Source: an optimization exercise on an open RTL-to-GDS flow (aim: small area, a short achievable clock period and few clock cycles per item). Production flows keep margins and buffers that such runs may drop.
At most, simulation tests tie the RTL to the original design; equivalence was not proved.

==> flow/design.v (excerpt) <==
module fft8_top
(
    input  logic              clk,
    input  logic              reset,
    input  logic              sample_valid_i,
    input  logic [23:0]       sample_i,
    output logic              accept_o,
    input  logic              out_ready_i,
    output logic              out_valid_o,
    output logic [31:0]       bin_o,
    output logic              complete_o
);
    localparam int AW = 14;
    localparam logic [15:0] TW_C = 16'd23170;
    localparam logic [15:0] RND  = 16'd32767;
    logic [1:0] r;
    always_ff @(posedge clk)
    begin
        if (reset)
            r <= 2'd3;
        else
            r <= r + 1'b1;
    end
    logic               iv;
    logic [2:0]         in_n;
    logic signed [11:0] ixr;
    logic signed [11:0] ixi;
    logic [2:0]         tcnt;
    logic               take;
    logic               proc;
    logic               h_free;
    assign proc     = iv & (in_n[0] == r[0])
                    & ((in_n != 3'd7) | (h_free & (r == 2'd3)));
    assign accept_o = ~iv | proc;
    assign take     = sample_valid_i & accept_o;
    always_ff @(posedge clk)
    begin
        if (reset)
        begin
            iv   <= 1'b0;
            tcnt <= '0;
        end
        else
        begin
            if (take)
            begin
                iv   <= 1'b1;
                tcnt <= tcnt + 1'b1;
            end
            else if (proc)
                iv <= 1'b0;
        end
    end
    always_ff @(posedge clk)
    begin
        if (take)
        begin
            in_n <= tcnt;
            ixr  <= sample_i[23:12];
            ixi  <= sample_i[11:0];
        end
    end
  ...
Settings: LEC_CHECK=0, CAP_MARGIN=20, CORE_MARGIN=2, CORE_UTILIZATION=40, SLEW_MARGIN=20; clock period 9.5 ns.
run.sh (not shown) runs the stock make flow with config.mk's settings and CLKGATE_MAP_FILE= SYNTH_SCRIPT=/design/flow/synth_recipe.tcl, a recipe that flattens the netlist after the stock synthesis.
Then changed:
--- a/flow/config.mk
+++ b/flow/config.mk
@@ -7,2 +7,3 @@
 export LEC_CHECK = 0
+export ABC_CLOCK_PERIOD_IN_PS = 4000
 export CAP_MARGIN = 20
@@ -10,2 +11,3 @@
 export CORE_UTILIZATION = 40
+export SETUP_SLACK_MARGIN = 5
 export SLEW_MARGIN = 20
Effect:
- The new run passed the timing, DRC and antenna checks
- global-route usage goes up by 1.8 points
- worst hold slack hardly moves
- synthesized cell count does not change
- worst setup slack improves by 0.89 ns
No functional check of the RTL was part of any run of this note.

========
Another version of the RTL of fft8_top (not shown whole).
Size in the first run: roughly 2600 cells after synthesis, ~720 flip-flops, about 63 I/O pins, about 33000 µm² of cells after synthesis.
clock: 9.5 ns
lec_check: 0
cap_margin: 0
core_margin: 2
core_utilization: 65
place_density: 0.75
slew_margin: 0
Testbench counts at the start, summed over its fixed seeds: cycles 3,176, frames 384.
Rerun with:
Settings changed: CAP_MARGIN 0 to 20, CORE_UTILIZATION 65 to 40, PLACE_DENSITY 0.75 to default, SLEW_MARGIN 0 to 20.
The new run produced a clean layout.
Register-to-register slack degrades by 80 ps.
Setup slack loses 79 ps.
Area after synthesis is unchanged.
Synthesized cell count stays the same.
Routed wire length increases by 3.5%.
Cell count went up by 12%.
Rerun with:
Settings changed: CORE_UTILIZATION 40 to 65, PLACE_DENSITY from default to 0.75.
After rerunning: The changed run completed without violations. Global-route usage goes up by 9.5 points. Final cell count went down by 11%. Worst setup slack improves by 79 ps. Via count grows by 1.9%. Cell area drops by 2.2%. Utilization is higher by 27 points. Clock-buffer cell count rises by 2. Sequential share of layout area is higher by 1.0 points. Non-clock buffer count stays the same. Wire length falls by 3.4%. Fmax is higher by 2.1%.

========
Starting RTL as in the previous note.
clock: 9.5 ns
lec_check: 0
cap_margin: 20
core_margin: 2
core_utilization: 60
place_density: 0.7
slew_margin: 20
Testbench counts at the start, summed over its fixed seeds: cycles 3,176, frames 384.
Change:
- CORE_UTILIZATION: 60 -> 80
- PLACE_DENSITY: 0.7 -> 0.9
Final area shrinks by 1.7%.
Critical path depth drops by 5.
Die area went down by 25%.
Synthesized area stays the same.
Setup slack gets worse by 0.056 ns.
Non-clock buffer count shrinks by 1.
Sequential share of layout area went up by 0.77 points.
Via count came out higher by 11%.

==> afterwards: timing with drivers on the ports <==
The results above use ideal ports. As a check the final layouts listed here were re-extracted and re-timed, cells and wires unchanged. Step 1, drivers: a clkbuf_16 drives clk and a buf_2 each remaining input, both assumed. Step 2 moves the port delays by t, midway between the first and last clock arrival at a register: inputs arrive t later, outputs are due t later. That takes back most of the time a late clock gives input paths. Slacks: ideal / step 1 / step 2; pairs: ideal / step 1.
| run | t (ns) | setup WS [ns] | worst hold slack (ns) | worst slew at a driven data input, ns |
|---|---|---|---|---|
| the first run of note 1 | 0.686 | 1.698 / 1.698 / 1.698 | 0.337 / 0.337 / 0.337 | 0.06 |
| the second run of note 1 | 0.686 | 2.588 / 2.588 / 2.588 | 0.334 / 0.334 / 0.334 | 0.06 |
| the first run of note 2 | 0.667 | 5.726 / 5.726 / 5.124 | 0.345 / 0.345 / 0.345 | 0.03 |
| the second run of note 2 | 0.688 | 5.647 / 5.647 / 5.092 | 0.330 / 0.330 / 0.330 | 0.04 |
| the third run of note 2 | 0.667 | 5.726 / 5.726 / 5.124 | 0.345 / 0.345 / 0.345 | 0.03 |
| the first run of note 3 | 0.665 | 5.619 / 5.619 / 5.125 | 0.339 / 0.339 / 0.339 | 0.03 |
| the second run of note 3 | 0.651 | 5.563 / 5.563 / 5.201 | 0.347 / 0.347 / 0.347 | 0.06 |
After both steps every run listed still meets setup and hold.
